This is an optimization exercise on Yosys and OpenROAD, whose aim is small area, a short achievable clock period and few clock cycles, not a production implementation.
No activity file was given, so power comes from the tool's default toggle rates.

## job 104
==> flow/design.v <==
package hart_mem_pkg;
    typedef logic [32-1:0] word_t;
    typedef logic [4-1:0] byte_mask_t;
    typedef enum logic [1:0] {
        LS_BYTE = 2'd0,
        LS_HALF = 2'd1,
        LS_WORD = 2'd2
    } ls_size_e;
    typedef enum logic [1:0] {
        OWN_NONE   = 2'd0,
        OWN_ICACHE = 2'd1,
        OWN_DCACHE = 2'd2
    } bus_owner_e;
endpackage
`timescale 1ns/1ps
module addr_sel_ls (
    input  logic i_read,
    input  logic i_write,
    input  logic i_turn,
    output logic o_sel
);
    assign o_sel = (i_read || i_write) && i_turn;
endmodule
module addr_sel_fetch (
    input  logic i_read,
    input  logic i_write,
    input  logic i_turn,
    output logic o_sel
);
    assign o_sel = !((i_read || i_write) && i_turn);
endmodule
module addr_mux (
    input  logic [29:0] i_ls,
    input  logic [29:0] i_fetch,
    input  logic        i_sel_ls,
    input  logic        i_sel_fetch,
    output logic [29:0] o_addr
);
    assign o_addr = (i_ls & {30{i_sel_ls}}) | (i_fetch & {30{i_sel_fetch}});
endmodule
`timescale 1ns/1ps
module word_store_det (
    input  logic       i_write,
    input  logic [1:0] i_size,
    input  logic [1:0] i_offset,
    output logic       o_word_store
);
    assign o_word_store = i_write && i_size[1] && (i_offset == 2'b00);
endmodule
`timescale 1ns/1ps
module hart_mem_sys (
    input  logic                   i_clk,
    input  logic                   i_rst_n,
    input  logic [31:0]            i_fetch_addr,
    output logic [31:0]            o_fetch_inst,
    output logic                   o_fetch_busy,
    input  logic                   i_ls_read,
    input  logic                   i_ls_write,
    input  logic [31:0]            i_ls_addr,
    input  logic [31:0]            i_ls_wdata,
    input  logic [1:0]             i_ls_size,
    input  logic                   i_ls_unsigned,
    output logic [31:0]            o_ls_rdata,
    output logic                   o_ls_trap,
    output logic                   o_ls_busy,
    output logic                   o_mem_ren,
    output logic                   o_mem_wen,
    output logic [31:0]            o_mem_addr,
    output logic [31:0]            o_mem_wdata,
    input  logic [31:0]            i_mem_rdata,
    input  logic                   i_mem_valid,
    input  logic                   i_mem_ready
);
    typedef enum logic [1:0] {
        RD_NONE  = 2'd0,
        RD_FETCH = 2'd1,
        RD_LOAD  = 2'd2,
        RD_STORE = 2'd3
    } rd_e;
    rd_e        rd_q, rd_d;
    logic [1:0] off_q;
    logic [1:0] size_q;
    logic       uns_q;
    always_ff @(posedge i_clk) begin
        if (!i_rst_n) rd_q <= RD_NONE;
        else          rd_q <= rd_d;
        off_q  <= i_ls_addr[1:0];
        size_q <= i_ls_size;
        uns_q  <= i_ls_unsigned;
    end
    logic rd_none, rd_f, rd_l, rd_s;
    logic is_byte, is_half, is_word, mis_q;
    assign rd_none = (rd_q == RD_NONE);
    assign rd_f    = (rd_q == RD_FETCH);
    assign rd_l    = (rd_q == RD_LOAD);
    assign rd_s    = (rd_q == RD_STORE);
    assign is_byte = (size_q == 2'd0);
    assign is_half = (size_q == 2'd1);
    assign is_word = size_q[1];
    assign mis_q   = (is_half && off_q[0]) || (is_word && (off_q != 2'b00));
    logic ls_turn_q, ls_turn_d;
    logic ls_sel, word_store, ls_done;
    always_ff @(posedge i_clk) begin
        if (!i_rst_n) ls_turn_q <= 1'b1;
        else          ls_turn_q <= ls_turn_d;
    end
    word_store_det u_word_store (
        .i_write(i_ls_write), .i_size(i_ls_size), .i_offset(i_ls_addr[1:0]),
        .o_word_store(word_store)
    );
    logic sel_fetch;
    addr_sel_ls u_sel_ls (
        .i_read(i_ls_read), .i_write(i_ls_write), .i_turn(ls_turn_q), .o_sel(ls_sel)
    );
    addr_sel_fetch u_sel_fetch (
        .i_read(i_ls_read), .i_write(i_ls_write), .i_turn(ls_turn_q), .o_sel(sel_fetch)
    );
    assign o_mem_wen  = i_mem_ready && ((rd_none && ls_turn_q && word_store) ||
                                        (rd_s && i_mem_valid && !mis_q));
    assign o_mem_ren  = i_mem_ready && ((rd_none && !(ls_turn_q && word_store)) ||
                                        (rd_l && i_mem_valid));
    addr_mux u_addr_mux (
        .i_ls(i_ls_addr[31:2]), .i_fetch(i_fetch_addr[31:2]),
        .i_sel_ls(ls_sel), .i_sel_fetch(sel_fetch), .o_addr(o_mem_addr[31:2])
    );
    assign o_mem_addr[1:0] = 2'b00;
    assign ls_done = (i_ls_read || i_ls_write) && !o_ls_busy;
    always_comb begin
        rd_d = rd_q;
        if (i_mem_valid) rd_d = RD_NONE;
        if (o_mem_ren) begin
            if (!ls_sel)         rd_d = RD_FETCH;
            else if (i_ls_write) rd_d = RD_STORE;
            else                 rd_d = RD_LOAD;
        end
        ls_turn_d = ls_turn_q;
        if (ls_done || (o_mem_ren && ls_sel && i_ls_read)) ls_turn_d = 1'b0;
        if (!o_fetch_busy) ls_turn_d = 1'b1;
    end
    assign o_fetch_inst = i_mem_rdata;
    assign o_fetch_busy = !(rd_f && i_mem_valid);
    assign o_ls_busy = !(o_mem_wen || ((rd_l || (rd_s && mis_q)) && i_mem_valid));
    assign o_ls_trap = mis_q && rd_q[1];
    logic [3:0] mask, sel_old, sel_own, sel_lo, sel_hi;
    always_comb begin
        if (is_byte)      mask = 4'b0001 << off_q;
        else if (is_half) mask = off_q[1] ? 4'b1100 : 4'b0011;
        else              mask = 4'b1111;
    end
    always_comb begin
        sel_old = 4'b0000;
        sel_own = 4'b1111;
        sel_lo  = 4'b0000;
        sel_hi  = 4'b0000;
        if (rd_s) begin
            sel_old = ~mask;
            sel_own = mask & (is_half ? 4'b0011 : 4'b0001);
            sel_lo  = mask & (is_half ? 4'b0100 : 4'b1110);
            sel_hi  = mask & (is_half ? 4'b1000 : 4'b0000);
        end
    end
    always_comb begin
        for (int k = 0; k < 4; k++) begin
            o_mem_wdata[8*k +: 8] = ({8{sel_old[k]}} & i_mem_rdata[8*k +: 8]) |
                                    ({8{sel_own[k]}} & i_ls_wdata[8*k +: 8]) |
                                    ({8{sel_lo[k]}}  & i_ls_wdata[7:0]) |
                                    ({8{sel_hi[k]}}  & i_ls_wdata[15:8]);
        end
    end
    logic [3:0] lo_sel, sign_b_sel, sign_h_sel;
    logic       sign_b, sign_bh;
    assign lo_sel     = 4'b0001 << off_q;
    assign sign_b_sel = (uns_q || !is_byte) ? 4'b0000 : lo_sel;
    assign sign_h_sel = (uns_q || !is_half) ? 4'b0000 : (off_q[1] ? 4'b1000 : 4'b0010);
    assign sign_b     = |(sign_b_sel & {i_mem_rdata[31], i_mem_rdata[23],
                                        i_mem_rdata[15], i_mem_rdata[7]});
    assign sign_bh    = |((sign_b_sel | sign_h_sel) & {i_mem_rdata[31], i_mem_rdata[23],
                                                       i_mem_rdata[15], i_mem_rdata[7]});
    always_comb begin
        o_ls_rdata[7:0]   = ({8{lo_sel[0]}} & i_mem_rdata[7:0]) |
                            ({8{lo_sel[1]}} & i_mem_rdata[15:8]) |
                            ({8{lo_sel[2]}} & i_mem_rdata[23:16]) |
                            ({8{lo_sel[3]}} & i_mem_rdata[31:24]);
        o_ls_rdata[15:8]  = ({8{!is_byte && !off_q[1]}} & i_mem_rdata[15:8]) |
                            ({8{!is_byte &&  off_q[1]}} & i_mem_rdata[31:24]) |
                            {8{sign_b}};
        o_ls_rdata[31:16] = ({16{is_word}} & i_mem_rdata[31:16]) | {16{sign_bh}};
    end
endmodule
export LEC_CHECK = 0
export ABC_AREA = 1
export CAP_MARGIN = 20
export CORE_MARGIN = 2
export CORE_UTILIZATION = 25
export CTS_BUF_LIST = sky130_fd_sc_hd__clkbuf_2
export PLACE_DENSITY = 0.8
export SETUP_SLACK_MARGIN = 2.5
export SLEW_MARGIN = 20
export SYNTH_HIERARCHICAL = 1
export SYNTH_MINIMUM_KEEP_SIZE = 0
create_clock -name core_clock -period 6.0 [get_ports {i_clk}]
standard.sh (not shown) runs the stock make flow with config.mk's settings and CLKGATE_MAP_FILE= SYNTH_SCRIPT=/design/flow/synth_recipe.tcl, a recipe that flattens the netlist after the stock synthesis.
==> flow/flow/run.sh <==
#!/bin/bash
set -euo pipefail
export BUFFER_PORTS_ARGS="-buffer_cell sky130_fd_sc_hd__buf_1"
bash standard.sh MATCH_CELL_FOOTPRINT=0 finish > standard_flow.log 2>&1
Looking at the reports, job 104 completed the entire flow and the layout it produced met the timing, design-rule and antenna checks.
Here is what was changed in the inputs of job 105 compared with job 104.
--- a/flow/design.v
+++ b/flow/design.v
@@ -39,13 +39,12 @@
     assign o_addr = (i_ls & {30{i_sel_ls}}) | (i_fetch & {30{i_sel_fetch}});
 endmodule
 `timescale 1ns/1ps
-module word_store_det (
-    input  logic       i_write,
-    input  logic [1:0] i_size,
-    input  logic [1:0] i_offset,
-    output logic       o_word_store
+module ld_sign (
+    input  logic [3:0] i_sel,     
+    input  logic [3:0] i_tops,    
+    output logic       o_sign
 );
-    assign o_word_store = i_write && i_size[1] && (i_offset == 2'b00);
+    assign o_sign = |(i_sel & i_tops);
 endmodule
 `timescale 1ns/1ps
 module hart_mem_sys (
@@ -104,10 +103,7 @@
         if (!i_rst_n) ls_turn_q <= 1'b1;
         else          ls_turn_q <= ls_turn_d;
     end
-    word_store_det u_word_store (
-        .i_write(i_ls_write), .i_size(i_ls_size), .i_offset(i_ls_addr[1:0]),
-        .o_word_store(word_store)
-    );
+    assign word_store = i_ls_write && i_ls_size[1] && (i_ls_addr[1:0] == 2'b00);
     logic sel_fetch;
     addr_sel_ls u_sel_ls (
         .i_read(i_ls_read), .i_write(i_ls_write), .i_turn(ls_turn_q), .o_sel(ls_sel)
@@ -172,10 +168,10 @@
     assign lo_sel     = 4'b0001 << off_q;
     assign sign_b_sel = (uns_q || !is_byte) ? 4'b0000 : lo_sel;
     assign sign_h_sel = (uns_q || !is_half) ? 4'b0000 : (off_q[1] ? 4'b1000 : 4'b0010);
-    assign sign_b     = |(sign_b_sel & {i_mem_rdata[31], i_mem_rdata[23],
-                                        i_mem_rdata[15], i_mem_rdata[7]});
-    assign sign_bh    = |((sign_b_sel | sign_h_sel) & {i_mem_rdata[31], i_mem_rdata[23],
-                                                       i_mem_rdata[15], i_mem_rdata[7]});
+    logic [3:0] tops;
+    assign tops = {i_mem_rdata[31], i_mem_rdata[23], i_mem_rdata[15], i_mem_rdata[7]};
+    ld_sign u_sign_b  (.i_sel(sign_b_sel), .i_tops(tops), .o_sign(sign_b));
+    ld_sign u_sign_bh (.i_sel(sign_b_sel | sign_h_sel), .i_tops(tops), .o_sign(sign_bh));
     always_comb begin
         o_ls_rdata[7:0]   = ({8{lo_sel[0]}} & i_mem_rdata[7:0]) |
                             ({8{lo_sel[1]}} & i_mem_rdata[15:8]) |
### Flow results
Job 105 finished every step from synthesis to the final layout, and the layout passed the timing, design-rule and antenna checks.
Going from job 104 to job 105, global routing usage on met1 went up 1.3 points, total track usage went up 0.47 points, total power fell by about 3.4%, worst setup slack shows an increase of 54 ps, final wirelength now sits lower.
Comparing non-clock buffer count for job 104 and job 105, the smaller number came from job 105.
More vias were needed by job 104 than by job 105.
Of the two values seen for library cell contributing the largest single delay on the critical path, sky130_fd_sc_hd__nor2_1 was produced by job 104 and sky130_fd_sc_hd__nor2_4 by job 105.
Diff job 104 -> job 105: fraction of standard cell area in multi-input logic shows a reduction of 2.4 points; critical path depth down 1.
Between job 105 and job 104, it is job 105 whose pre-CTS setup slack is higher, by 45 ps.
Looking only at area of the die, and setting everything else aside, the lower value of job 104 and job 105 goes to job 105.
Delta (job 105 minus job 104): core utilization of the finished layout moved down, synthesized cell count higher.
No functional check of the RTL was part of any run of this note.

## what the ideal ports hide
The results above use ideal ports. As a check the final layouts listed here were re-extracted and re-timed, cells and wires unchanged.
Step 1 (the two cells are an assumption about what drives the block):
set clk [get_ports {i_clk}]
set_driving_cell -lib_cell sky130_fd_sc_hd__clkbuf_16 $clk
set_driving_cell -lib_cell sky130_fd_sc_hd__buf_2 [delete_from_list [all_inputs] $clk]
Step 2 moves the port delays by t, midway between the first and last clock arrival at a register: inputs arrive t later, outputs are due t later. That takes back most of the time a late clock gives input paths.
a / b / c = no drivers / after step 1 / after step 2; a / b = the first two.
| run | t, ns | setup slack, ns | worst register clock-pin slew, ns | worst data-port slew with drivers (ns) |
|---|---|---|---|---|
| job 104 | 0.248 | 2.554 / 2.501 / 2.501 | 0.09 / 0.09 | 0.08 |
| job 105 | 0.254 | 2.608 / 2.578 / 2.578 | 0.08 / 0.08 | 0.07 |
After both steps every run listed still meets setup and hold. For job 104, which loses most, drivers alone change the setup slack by -0.053 ns; drivers and shift together by -0.053 ns.
